Source: an optimization exercise on an open RTL-to-GDS flow (aim: small area, a short achievable clock period and few clock cycles per item). Production flows keep margins and buffers that such runs may drop. In this exercise RTL edits were held to simulation tests only and were not proved equivalent to the original.

== job 7815 ==
Design load_average_core_count_governor_top, start of the top module:
module load_average_core_count_governor_top #(
    parameter int HISTORY_DEPTH = lacg_pkg::DEF_HISTORY_DEPTH,
    parameter int NUM_CORES     = lacg_pkg::DEF_NUM_CORES
) (
    input  logic        clk,
    input  logic        rst_n,
    input  logic        evt_valid,
    output logic        evt_ready,
    input  logic [1:0]  evt_func,
    input  logic [9:0]  evt_run_count,
    input  logic [3:0]  evt_cores_online,
    input  logic        evt_offline_pending,
    input  logic        evt_screen_suspended,
    output logic        res_valid,
    input  logic        res_ready,
    output logic [2:0]  res_action,
    output logic        res_cancel_offline,
    output logic        res_start_unpause_timer,
    output logic [22:0] res_next_delay,
    output logic [16:0] res_average_load,
    output logic        res_paused_now,
    output logic        res_boost_now,
    input  logic        cfg_valid,
    output logic        cfg_ready,
    input  logic [2:0]  cfg_index,
    input  logic [15:0] cfg_data
);
clock: 6.5 ns
lec_check: 0
cap_margin: 20
core_margin: 2
core_utilization: 40
cts_cluster_diameter: 100
cts_cluster_size: 20
setup_slack_margin: 3.4
slew_margin: 20
tns_end_percent: 5
buffer_ports_args: -buffer_cell sky130_fd_sc_hd__buf_2
standard.sh (not shown) runs the stock make flow with config.mk's settings and CLKGATE_MAP_FILE= SYNTH_SCRIPT=/design/flow/synth_recipe.tcl, a recipe that flattens the netlist after the stock synthesis.
==> flow/flow/run.sh <==
#!/bin/bash
# Standard layout, but the port buffers are plain buf_2 cells instead of the
# flow's default choice. Each tool's output goes to a log file here.
set -e
cp standard.sh standard_copy.txt
cp config.mk config_orig.txt
echo 'export BUFFER_PORTS_ARGS = -buffer_cell sky130_fd_sc_hd__buf_2' >> config.mk
bash standard.sh > standard.log 2>&1
Testbench counts of job 7815, summed over its fixed seeds: cycles 12,192, events 12,000.
Setup changes, job 7815 to job 3152
- a change of TNS_END_PERCENT from 5 to 0
- a change of SETUP_SLACK_MARGIN from 3.4 to 3.2
Notes after the runs:
Per the final summary, job 3152 finished and its layout is clean on timing, DRC and antenna.
Comparing job 3152 and job 7815, cell area after layout is higher on job 7815.
On delay of the slowest cell on the worst path, job 3152 and job 7815 are basically level.
The number of clock buffers in the layout reported for job 3152 is smaller than that of job 7815 by 3.0%.
On maximum clock rate, job 3152 and job 7815 are neck and neck.
From job 7815 to job 3152 the numbers moved as follows: routed wire length down about 3%, share of the clock period used by the worst path essentially unchanged, non-clock buffer count now smaller.
NOTE: count of antenna diodes in the layout in job 3152 falls short of that of job 7815
Setup changes, job 3152 to job 5262
- changing BUFFER_PORTS_ARGS from -buffer_cell sky130_fd_sc_hd__buf_2 to -buffer_cell sky130_fd_sc_hd__buf_1
==> flow/flow/run.sh <==
#!/bin/bash
# Standard layout (the standard.sh), except that the buffers the flow puts on
# every input and output port are plain buf_1 cells instead of the flow's default
# choice. make's full output goes to standard.log here; ORFS keeps its per-step
# logs under orfs/logs.
set -e
echo 'export BUFFER_PORTS_ARGS = -buffer_cell sky130_fd_sc_hd__buf_1' >> config.mk
bash standard.sh > standard.log 2>&1
==> run notes <==
The post-synthesis to final-layout area growth reported for job 5262 is smaller than that of job 3152 by 3.5 points.
Job 5262 vs. job 3152: total length of routed met3 wires climbed about 1.1%.
For the met1 global-route usage, job 5262 came in 0.22 points lower than job 3152 did.
Measured against each other, job 5262 and job 3152 differ in post-route cell area, the higher figure coming from job 3152.
Changes in job 5319 relative to job 5262:
- clearing BUFFER_PORTS_ARGS, which used to be -buffer_cell sky130_fd_sc_hd__buf_1
- swapping 3.2 for 3.4 in SETUP_SLACK_MARGIN
- putting GPL_TIMING_DRIVEN at 1 where nothing was set
- swapping 0 for 5 in TNS_END_PERCENT
==> flow/run.sh (new file) <==
#!/bin/bash
# synth_recipe.tcl (not shown) runs the flow's synth.tcl, then flattens the netlist and writes it again
# the make line also repeats each setting of config.mk as NAME=value (left out here)
make -C /OpenROAD-flow-scripts/flow DESIGN_CONFIG=/design/flow/config.mk WORK_HOME=/design/flow/orfs CLKGATE_MAP_FILE= SYNTH_SCRIPT=/design/flow/synth_recipe.tcl finish
removed: flow/flow/run.sh
removed: flow/standard.sh
Results
- NOTE: mean routed wirelength per cell in job 5319 exceeds that of job 5262
- Of job 5262 and job 5319, the run reporting the lower largest driver fanout on the critical path was job 5262.
- On final-layout worst hold slack, the lower figure sits with job 5262, not job 5319.
- Of job 5262 and job 5319, job 5319 shows the higher wire length of the first global-routing pass, with job 5262 below it.
- Job 5319 vs job 5262: cell count up in job 5319
- The setup slack of job 5319 was superior to that of job 5262.
- No stage failed in job 5319, and the final checks on the layout all came back clean.

-- re-timing with driven ports --
How much do the figures lean on ideal ports? The routed layouts below were timed once more, with nothing changed but the port constraints.
Step 1 sets driving cells, clkbuf_16 on the clock port and buf_2 on the other inputs (assumed; they add their load-dependent delay and slew).
Step 2 times the ports against the registers' clock, not the clock port: input delays grow and output delays shrink by t, the midpoint of the rising clock arrivals with the driver on.
Slacks: ideal ports / drivers / drivers and shift; pairs: ideal ports / drivers.
run | t (ns) | setup WS [ns] | hold WS [ns] | slew at the worst register clock pin (ns)
job 7815 | 0.598 | 2.978 / 2.978 / 2.791 | 0.406 / 0.406 / 0.406 | 0.09 / 0.09
job 3152 | 0.591 | 2.969 / 2.969 / 2.613 | 0.411 / 0.411 / 0.411 | 0.08 / 0.08
job 5262 | 0.580 | 2.885 / 2.885 / 2.495 | 0.402 / 0.402 / 0.402 | 0.09 / 0.09
job 5319 | 0.591 | 2.938 / 2.938 / 2.884 | 0.415 / 0.415 / 0.415 | 0.09 / 0.09
After both steps setup and hold are still met in every run listed. The setup slack of job 5262, which loses most, moves by 0.000 ns with the drivers and by -0.390 ns with both steps.
